This design comes from an exercise in tuning for small area, a short achievable clock period and few clock cycles on the open sky130 flow, not from production work. Function was checked by simulation only, so behaviour that the tests miss may differ from the original.

==> pepper: inputs <==
==> flow/design.v <==
module ntt_pe_core #(
  parameter int DATA_SIZE_ARB = 13,
  parameter int RING_SIZE     = 16
) (
  input  logic                         clk,
  input  logic                         reset,
  input  logic                         valid,
  input  logic [DATA_SIZE_ARB-1:0]     din,
  input  logic [DATA_SIZE_ARB-1:0]     q,
  input  logic [DATA_SIZE_ARB-1:0]     twiddle_i,
  output logic [$clog2(RING_SIZE)-1:0] tw_addr,
  output logic                         busy,
  output logic [DATA_SIZE_ARB-1:0]     dout,
  output logic                         dout_valid,
  output logic                         done
);
  localparam int W = 13;
  logic [W-1:0] qr;      
  function automatic logic [W-1:0] madd(input logic [W-1:0] a, input logic [W-1:0] b,
                                        input logic [W-1:0] m);
    logic [W:0]   s;
    logic [W+1:0] t;
    s = {1'b0, a} + {1'b0, b};
    t = {1'b0, s} - {2'b0, m};
    madd = t[W+1] ? s[W-1:0] : t[W-1:0];
  endfunction
  function automatic logic [W-1:0] msub(input logic [W-1:0] a, input logic [W-1:0] b,
                                        input logic [W-1:0] m);
    logic [W:0] d;
    logic [W:0] e;
    d = {1'b0, a} - {1'b0, b};
    e = d + {1'b0, m};
    msub = d[W] ? e[W-1:0] : d[W-1:0];
  endfunction
  logic [W-1:0] ma, mr, tw_r;
  logic [3:0]   z;
  logic [13:0]  mu;
  logic [25:0]  bp, bps;
  logic [27:0]  bq2;
  logic [14:0]  br0;
  logic [15:0]  br1, br2;
  logic [W-1:0] bres;
  always_comb begin
    bp   = {13'b0, ma} * {13'b0, tw_r};
    bps  = bp >> (4'd12 - z);
    bq2  = {14'b0, bps[13:0]} * {14'b0, mu};
    br0  = bp[14:0] - ({1'b0, bq2[27:14]} * {2'b0, qr});
    br1  = {1'b0, br0} - {3'b0, qr};
    br2  = {1'b0, br0} - {2'b0, qr, 1'b0};
    bres = !br2[15] ? br2[W-1:0] : !br1[15] ? br1[W-1:0] : br0[W-1:0];
  end
  logic [3:0]   cnt_in;    
  logic         acc;
  assign acc = valid && !busy;
  logic [W-1:0] xr;        
  logic [W-1:0] d1 [8];    
  logic         ev;        
  logic [3:0]   xi;        
  logic [2:0]   dv_cnt;
  logic         dv_run;
  logic [13:0]  dv_r;
  logic [14:0]  dv_q;
  logic [3:0]   dv_z;
  logic [W-1:0] dv_qn;
  logic [3:0]   zq;
  logic [14:0]  dv_t1, dv_t2;
  logic [13:0]  dv_r1;
  always_comb begin
    zq = 4'd0;
    for (int i = 0; i < W; i++) if (qr[i]) zq = 4'(12 - i);
    dv_t1 = {dv_r, 1'b0} - {2'b0, dv_qn};
    dv_r1 = dv_t1[14] ? {dv_r[12:0], 1'b0} : dv_t1[13:0];
    dv_t2 = {dv_r1, 1'b0} - {2'b0, dv_qn};
  end
  always_ff @(posedge clk) begin
    if (acc) begin
      xr <= din;
      d1[0] <= xr;
      for (int i = 1; i < 8; i++) d1[i] <= d1[i-1];
    end
    if (acc && cnt_in == 4'd0) qr <= q;
  end
  always_ff @(posedge clk) begin
    if (!reset) begin
      dv_run <= 1'b0;
      dv_cnt <= 3'd0;
    end else if (acc && cnt_in == 4'd0) begin
      dv_run <= 1'b1;
      dv_cnt <= 3'd0;
    end else if (dv_run) begin
      dv_cnt <= dv_cnt + 3'd1;
      if (dv_cnt == 3'd7) dv_run <= 1'b0;
    end
  end
  always_ff @(posedge clk) begin
    if (dv_run) begin
      if (dv_cnt == 3'd0) begin
        dv_z  <= zq;
        dv_qn <= qr << zq;
        dv_r  <= 14'd8192 - {1'b0, qr << zq};
        dv_q  <= 15'd1;
      end else begin
        dv_r <= dv_t2[14] ? {dv_r1[12:0], 1'b0} : dv_t2[13:0];
        dv_q <= {dv_q[12:0], !dv_t1[14], !dv_t2[14]};
        if (dv_cnt == 3'd7) begin
          mu <= {dv_q[12:0], !dv_t1[14]};
          z  <= dv_z;
        end
      end
    end
  end
  logic         e1;        
  logic [2:0]   n1;
  logic [W-1:0] s1, dd1;   
  logic [W-1:0] s4 [4];    
  logic [W-1:0] p2, q2;    
  logic         mv1, mv2;  
  logic [2:0]   nm1, nm2;
  logic [W-1:0] d4 [4];    
  logic [W-1:0] p2d, q2d;  
  assign e1  = ev && xi[3];
  assign n1  = xi[2:0];
  logic [W-1:0] rp [4], rq [4], rpd [4], rqd [4];
  logic [4:0]   tau;       
  logic [4:0]   oc;        
  logic [1:0]   gsel;      
  logic [W-1:0] e0, e1v, e2v, e3v, f0, f1, ua, ub, ox, ox8, f2;
  logic [W-1:0] g1, g3, dq;
  logic [W-1:0] dl8 [8];
  always_comb begin
    s1  = madd(d1[7], xr, qr);
    dd1 = msub(d1[7], xr, qr);
    p2  = madd(s4[3], s1, qr);
    q2  = msub(s4[3], s1, qr);
    p2d = madd(d4[3], mr, qr);
    q2d = msub(d4[3], mr, qr);
    gsel = 2'(tau - 5'd6);
    case (gsel)
      2'd0: begin e0 = rp[0];  e1v = rp[1];  e2v = rp[2];  e3v = rp[3];  end
      2'd1: begin e0 = rpd[0]; e1v = rpd[1]; e2v = rpd[2]; e3v = rpd[3]; end
      2'd2: begin e0 = rq[0];  e1v = rq[1];  e2v = rq[2];  e3v = rq[3];  end
      default: begin e0 = rqd[0]; e1v = rqd[1]; e2v = rqd[2]; e3v = mr; end
    endcase
    f0 = madd(e0, e2v, qr);
    f1 = madd(e1v, e3v, qr);
    f2 = msub(e0, e2v, qr);
    ua = (tau >= 5'd10) ? e0 : f0;
    ub = (tau >= 5'd10) ? mr : f1;
    ox  = madd(ua, ub, qr);
    ox8 = msub(ua, ub, qr);
    case (2'(tau - 5'd8))
      2'd0: begin g1 = rp[1];  g3 = rp[3];  end
      2'd1: begin g1 = rpd[1]; g3 = rpd[3]; end
      2'd2: begin g1 = rq[1];  g3 = rq[3];  end
      default: begin g1 = rqd[1]; g3 = rqd[3]; end
    endcase
    dq = msub(g1, g3, qr);
  end
  function automatic logic [3:0] tw_of(input logic [4:0] t);
    case (t)
      5'd1, 5'd4: tw_of = 4'd2;
      5'd2, 5'd5: tw_of = 4'd4;
      5'd3, 5'd6: tw_of = 4'd6;
      default:    tw_of = 4'd4;
    endcase
  endfunction
  always_ff @(posedge clk) begin
    tw_r <= twiddle_i;
    mr   <= bres;
    if (e1) begin
      for (int i = 1; i < 4; i++) s4[i] <= s4[i-1];
      s4[0] <= s1;
      if (n1 >= 3'd4) begin
        rp[n1[1:0]] <= p2;
        rq[n1[1:0]] <= q2;
      end
    end
    if ((e1 && n1 == 3'd0) || (mv2 && nm2 != 3'd0)) begin
      for (int i = 1; i < 4; i++) d4[i] <= d4[i-1];
      d4[0] <= (e1 && n1 == 3'd0) ? dd1 : mr;
    end
    if (mv2 && nm2 >= 3'd4) begin
      rpd[nm2[1:0]] <= p2d;
      rqd[nm2[1:0]] <= q2d;
    end
    if (e1 && n1 != 3'd0) ma <= dd1;
    else begin
      case (tau)
        5'd2:  ma <= rq[1];
        5'd3:  ma <= rq[2];
        5'd4:  ma <= rq[3];
        5'd5:  ma <= rqd[1];
        5'd6:  ma <= rqd[2];
        5'd7:  ma <= rqd[3];
        5'd8, 5'd9, 5'd10, 5'd11: ma <= dq;
        default: ;
      endcase
    end
    case (tau)
      5'd4: rq[1]  <= mr;
      5'd5: rq[2]  <= mr;
      5'd6: rq[3]  <= mr;
      5'd7: rqd[1] <= mr;
      5'd8: rqd[2] <= mr;
      5'd9: rqd[3] <= mr;
      default: ;
    endcase
    case (tau)
      5'd6: rp[0]  <= f2;
      5'd7: rpd[0] <= f2;
      5'd8: rq[0]  <= f2;
      5'd9: rqd[0] <= f2;
      default: ;
    endcase
    dl8[0] <= ox8;
    for (int i = 1; i < 8; i++) dl8[i] <= dl8[i-1];
    if (oc != 5'd0) dout <= dl8[7];
    else dout <= ox;
  end
  always_ff @(posedge clk) begin
    if (!reset) begin
      cnt_in     <= 4'd0;
      busy       <= 1'b0;
      ev         <= 1'b0;
      xi         <= 4'd0;
      mv1        <= 1'b0;
      mv2        <= 1'b0;
      nm1        <= 3'd0;
      nm2        <= 3'd0;
      tau        <= 5'd0;
      oc         <= 5'd0;
      dout_valid <= 1'b0;
      done       <= 1'b0;
      tw_addr    <= 4'd0;
    end else begin
      ev   <= acc;
      xi   <= cnt_in;
      busy <= acc && cnt_in == 4'd15;
      if (acc) cnt_in <= cnt_in + 4'd1;
      mv1  <= e1 && n1 != 3'd0;
      nm1  <= n1;
      mv2  <= mv1;
      nm2  <= nm1;
      if (acc && cnt_in == 4'd15) tau <= 5'd1;
      else if (tau == 5'd13) tau <= 5'd0;
      else if (tau != 5'd0) tau <= tau + 5'd1;
      if (tau == 5'd13) oc <= 5'd14;
      else if (oc == 5'd21) oc <= 5'd0;
      else if (oc != 5'd0) oc <= oc + 5'd1;
      dout_valid <= (tau >= 5'd6) || (oc != 5'd0);
      done       <= (oc == 5'd21);
      if (acc && cnt_in[3] && cnt_in[2:0] != 3'd0) tw_addr <= {1'b0, cnt_in[2:0]};
      else if (tau >= 5'd1 && tau <= 5'd10) tw_addr <= tw_of(tau);
    end
  end
endmodule
==> flow/run.sh <==
#!/bin/bash
# synth_recipe.tcl (not shown) runs the flow's synth.tcl, then flattens the netlist and writes it again
# the make line also repeats each setting of config.mk as NAME=value (left out here)
make -C /OpenROAD-flow-scripts/flow DESIGN_CONFIG=/design/flow/config.mk WORK_HOME=/design/flow/orfs CLKGATE_MAP_FILE= SYNTH_SCRIPT=/design/flow/synth_recipe.tcl finish
==> flow/config.mk <==
export PLATFORM = sky130hd
export DESIGN_NAME = ntt_pe_core
export DESIGN_NICKNAME = ntt_pe_core
export VERILOG_FILES = /design/flow/design.v
export SDC_FILE = /design/flow/constraint.sdc
export NUM_CORES = 4
export LEC_CHECK = 0
export CAP_MARGIN = 20
export CORE_MARGIN = 2
export CORE_UTILIZATION = 40
export SLEW_MARGIN = 20
==> flow/constraint.sdc <==
create_clock -name core_clock -period 100.0 [get_ports {clk}]
set_input_delay 20.0000 -clock core_clock [delete_from_list [all_inputs] [get_ports {clk}]]
set_output_delay 20.0000 -clock core_clock [all_outputs]
set_load 0.01 [all_outputs]
==> inputs of juniper, as changes to pepper <==
==> flow/design.v (replaced) <==
module ntt_pe_core #(
  parameter int DATA_SIZE_ARB = 13,
  parameter int RING_SIZE     = 16
) (
  input  logic                         clk,
  input  logic                         reset,
  input  logic                         valid,
  input  logic [DATA_SIZE_ARB-1:0]     din,
  input  logic [DATA_SIZE_ARB-1:0]     q,
  input  logic [DATA_SIZE_ARB-1:0]     twiddle_i,
  output logic [$clog2(RING_SIZE)-1:0] tw_addr,
  output logic                         busy,
  output logic [DATA_SIZE_ARB-1:0]     dout,
  output logic                         dout_valid,
  output logic                         done
);
  localparam int W = 13;
  logic [W-1:0] q_in;
  logic [W-1:0] qr;
  assign qr = q_in;
  function automatic logic [W+1:0] rca(input logic [W:0] x, input logic [W:0] y, input logic cin);
    logic c;
    c = cin;
    for (int i = 0; i <= W; i++) begin
      rca[i] = x[i] ^ y[i] ^ c;
      c      = (x[i] & y[i]) | (c & (x[i] ^ y[i]));
    end
    rca[W+1] = c;
  endfunction
  function automatic logic [W-1:0] madd(input logic [W-1:0] a, input logic [W-1:0] b,
                                        input logic [W-1:0] m);
    logic [W+1:0] s, t;
    s = rca({1'b0, a}, {1'b0, b}, 1'b0);
    t = rca(s[W:0], ~{1'b0, m}, 1'b1);
    madd = t[W+1] ? t[W-1:0] : s[W-1:0];
  endfunction
  function automatic logic [W-1:0] msub(input logic [W-1:0] a, input logic [W-1:0] b,
                                        input logic [W-1:0] m);
    logic [W+1:0] d, e;
    d = rca({1'b0, a}, ~{1'b0, b}, 1'b1);
    e = rca(d[W:0], {1'b0, m}, 1'b0);
    msub = d[W+1] ? d[W-1:0] : e[W-1:0];
  endfunction
  logic [W-1:0] ma, mr, tw_r;
  logic [3:0]   z;
  logic [13:0]  mu;
  logic [25:0]  bp, bps;
  logic [27:0]  bq2;
  logic [14:0]  br0;
  logic [15:0]  br1, br2;
  logic [W-1:0] bres;
  always_comb begin
    bp   = {13'b0, ma} * {13'b0, tw_r};
    bps  = bp >> (4'd12 - z);
    bq2  = {14'b0, bps[13:0]} * {14'b0, mu};
    br0  = bp[14:0] - ({1'b0, bq2[27:14]} * {2'b0, qr});
    br1  = {1'b0, br0} - {3'b0, qr};
    br2  = {1'b0, br0} - {2'b0, qr, 1'b0};
    bres = !br2[15] ? br2[W-1:0] : !br1[15] ? br1[W-1:0] : br0[W-1:0];
  end
  logic [3:0]   cnt_in;    
  logic         acc;
  assign acc = valid && !busy;
  logic [W-1:0] xr;        
  logic [W-1:0] d1 [8];    
  logic         ev;        
  logic [3:0]   xi;        
  logic [2:0]   dv_cnt;
  logic         dv_run;
  logic [13:0]  dv_r;
  logic [14:0]  dv_q;
  logic [3:0]   dv_z;
  logic [W-1:0] dv_qn;
  logic [3:0]   zq;
  logic [14:0]  dv_t1, dv_t2;
  logic [13:0]  dv_r1;
  always_comb begin
    zq = 4'd0;
    for (int i = 0; i < W; i++) if (qr[i]) zq = 4'(12 - i);
    dv_t1 = {dv_r, 1'b0} - {2'b0, dv_qn};
    dv_r1 = dv_t1[14] ? {dv_r[12:0], 1'b0} : dv_t1[13:0];
    dv_t2 = {dv_r1, 1'b0} - {2'b0, dv_qn};
  end
  always_ff @(posedge clk) begin
    xr   <= din;
    q_in <= q;
    if (ev) begin
      d1[0] <= xr;
      for (int i = 1; i < 8; i++) d1[i] <= d1[i-1];
    end
  end
  always_ff @(posedge clk) begin
    if (!reset) begin
      dv_run <= 1'b0;
      dv_cnt <= 3'd0;
    end else if (ev && xi == 4'd0) begin
      dv_run <= 1'b1;
      dv_cnt <= 3'd0;
    end else if (dv_run) begin
      dv_cnt <= dv_cnt + 3'd1;
      if (dv_cnt == 3'd7) dv_run <= 1'b0;
    end
  end
  always_ff @(posedge clk) begin
    dv_z  <= zq;
    dv_qn <= qr << zq;
    if (dv_run && dv_cnt == 3'd0) begin
      dv_r  <= 14'd8192 - {1'b0, dv_qn};
      dv_q  <= 15'd1;
    end else begin
      dv_r <= dv_t2[14] ? {dv_r1[12:0], 1'b0} : dv_t2[13:0];
      dv_q <= {dv_q[12:0], !dv_t1[14], !dv_t2[14]};
    end
    if (dv_run && dv_cnt == 3'd7) begin
      mu <= {dv_q[12:0], !dv_t1[14]};
      z  <= dv_z;
    end
  end
  logic         e1;        
  logic [2:0]   n1;
  logic [W-1:0] s1, dd1;   
  logic [W-1:0] p2, q2;    
  logic         mv1, mv2;  
  logic [2:0]   nm1, nm2;
  logic [W-1:0] p2d, q2d;  
  assign e1  = ev && xi[3];
  assign n1  = xi[2:0];
  logic [W-1:0] rp [4], rq [4], rpd [4], rqd [4];
  logic [4:0]   tau;       
  logic [4:0]   oc;        
  logic [1:0]   gsel;      
  logic [W-1:0] e0, e1v, e2v, e3v, f0, f1, ua, ub, ox, ox8, f2;
  logic [W-1:0] g1, g3, dq;
  logic [W-1:0] dl8 [8];
  logic         e2s, e2d;  
  logic [W-1:0] xa, xb;
  assign e2s = e1 && n1[2];
  assign e2d = mv2 && nm2[2];
  always_comb begin
    s1  = madd(d1[7], xr, qr);
    dd1 = msub(d1[7], xr, qr);
    gsel = 2'(tau - 5'd6);
    case (gsel)
      2'd0: begin e0 = rp[3];  e1v = rp[2];  e2v = rp[1];  e3v = rp[0];  end
      2'd1: begin e0 = rpd[3]; e1v = rpd[2]; e2v = rpd[1]; e3v = rpd[0]; end
      2'd2: begin e0 = rq[3];  e1v = rq[2];  e2v = rq[1];  e3v = rq[0];  end
      default: begin e0 = rqd[3]; e1v = rqd[1]; e2v = rqd[0]; e3v = mr; end
    endcase
    xa = e2d ? rpd[3] : e0;
    xb = e2d ? mr : e2v;
    f0 = madd(xa, xb, qr);
    f2 = msub(xa, xb, qr);
    f1 = madd(e1v, e3v, qr);
    ua = e2s ? rp[3] : (tau >= 5'd10) ? e0 : f0;
    ub = e2s ? s1 : (tau >= 5'd10) ? mr : f1;
    ox  = madd(ua, ub, qr);
    ox8 = msub(ua, ub, qr);
    p2  = ox;
    q2  = ox8;
    p2d = f0;
    q2d = f2;
    case (2'(tau - 5'd8))
      2'd0: begin g1 = rp[2];  g3 = rp[0];  end
      2'd1: begin g1 = rpd[2]; g3 = rpd[0]; end
      2'd2: begin g1 = rq[2];  g3 = rq[0];  end
      default: begin g1 = rqd[2]; g3 = rqd[0]; end
    endcase
    dq = msub(g1, g3, qr);
  end
  function automatic logic [3:0] tw_of(input logic [4:0] t);
    case (t)
      5'd1, 5'd4: tw_of = 4'd2;
      5'd2, 5'd5: tw_of = 4'd4;
      5'd3, 5'd6: tw_of = 4'd6;
      default:    tw_of = 4'd4;
    endcase
  endfunction
  always_ff @(posedge clk) begin
    tw_r <= twiddle_i;
    mr   <= bres;
    if (e1) begin
      for (int i = 1; i < 4; i++) rp[i] <= rp[i-1];
      rp[0] <= e2s ? p2 : s1;
    end
    if (e2s) begin
      for (int i = 1; i < 4; i++) rq[i] <= rq[i-1];
      rq[0] <= q2;
    end else if (tau >= 5'd2 && tau <= 5'd6) begin
      for (int i = 1; i < 3; i++) rq[i] <= rq[i-1];
      rq[0] <= mr;
    end
    if ((e1 && n1 == 3'd0) || mv2) begin
      for (int i = 1; i < 4; i++) rpd[i] <= rpd[i-1];
      rpd[0] <= e2d ? p2d : mv2 ? mr : dd1;
    end
    if (e2d) begin
      for (int i = 1; i < 4; i++) rqd[i] <= rqd[i-1];
      rqd[0] <= q2d;
    end else if (tau >= 5'd5 && tau <= 5'd9) begin
      for (int i = 1; i < 3; i++) rqd[i] <= rqd[i-1];
      rqd[0] <= mr;
    end
    if (e1 && n1 != 3'd0) ma <= dd1;
    else begin
      case (tau)
        5'd2, 5'd3, 5'd4: ma <= rq[2];
        5'd5, 5'd6, 5'd7: ma <= rqd[2];
        default: ma <= dq;
      endcase
    end
    case (tau)
      5'd6: rp[3]  <= f2;
      5'd7: rpd[3] <= f2;
      5'd8: rq[3]  <= f2;
      5'd9: rqd[3] <= f2;
      default: ;
    endcase
    dl8[0] <= ox8;
    for (int i = 1; i < 8; i++) dl8[i] <= dl8[i-1];
    if (oc != 5'd0) dout <= dl8[7];
    else dout <= ox;
  end
  always_ff @(posedge clk) begin
    if (!reset) begin
      cnt_in     <= 4'd0;
      busy       <= 1'b0;
      ev         <= 1'b0;
      xi         <= 4'd0;
      mv1        <= 1'b0;
      mv2        <= 1'b0;
      nm1        <= 3'd0;
      nm2        <= 3'd0;
      tau        <= 5'd0;
      oc         <= 5'd0;
      dout_valid <= 1'b0;
      done       <= 1'b0;
      tw_addr    <= 4'd0;
    end else begin
      ev   <= acc;
      xi   <= cnt_in;
      busy <= acc && cnt_in == 4'd15;
      if (acc) cnt_in <= cnt_in + 4'd1;
      mv1  <= e1 && n1 != 3'd0;
      nm1  <= n1;
      mv2  <= mv1;
      nm2  <= nm1;
      if (ev && xi == 4'd15) tau <= 5'd2;
      else if (tau == 5'd13) tau <= 5'd0;
      else if (tau != 5'd0) tau <= tau + 5'd1;
      if (tau == 5'd13) oc <= 5'd14;
      else if (oc == 5'd21) oc <= 5'd0;
      else if (oc != 5'd0) oc <= oc + 5'd1;
      dout_valid <= (tau >= 5'd6) || (oc != 5'd0);
      done       <= (oc == 5'd21);
      if (ev && xi[3] && xi[2:0] != 3'd7) tw_addr <= 4'(xi[2:0] + 3'd1);
      else if (ev && xi == 4'd15) tw_addr <= tw_of(5'd1);
      else if (tau >= 5'd2 && tau <= 5'd10) tw_addr <= tw_of(tau);
    end
  end
endmodule
==> summary.txt <==
- pepper finished clean. juniper completed with no timing, DRC or antenna violations.
- Against pepper, the critical path depth of juniper is lower by 3.
- Of juniper and pepper, pepper has the higher synthesized cell count (gap 21%, measured against pepper).
- Against juniper, the global-route usage of pepper is lower by 0.20 points.
- Between pepper and juniper, the lower maximum frequency is in pepper (gap about 0.7%, measured against juniper).
- Via count: pepper is higher than juniper (about 26%).
- Between pepper and juniper, the lower utilization is in pepper (gap 0.34 points).
Testbench counts of pepper, summed over its fixed seeds: cycles 3,424.
Testbench counts of juniper, summed over its fixed seeds: cycles 3,424.

## re-timing with driven ports
The flow's constraints put no driver on any port. The routed layouts listed below were extracted and timed again, unchanged, in two steps.
Step 1: set_driving_cell puts a clkbuf_16 on clk and a buf_2 on each other input, an assumption about the parent block.
Step 2, shift: input delay + t, output delay - t, t = (earliest + latest rising clock arrival at the registers) / 2. This alone moves slack from input paths to output paths.
Three values: no drivers, after step 1, after step 2; two values: the first two.
run	t, ns	setup slack, ns	worst slew at a driven data input, ns
pepper	0.762	78.315 / 78.292 / 77.606	0.06
juniper	0.709	78.463 / 78.394 / 78.493	0.04
After both steps setup and hold are still met in every run listed. The setup slack of pepper, which loses most, moves by -0.023 ns with the drivers and by -0.709 ns with both steps.
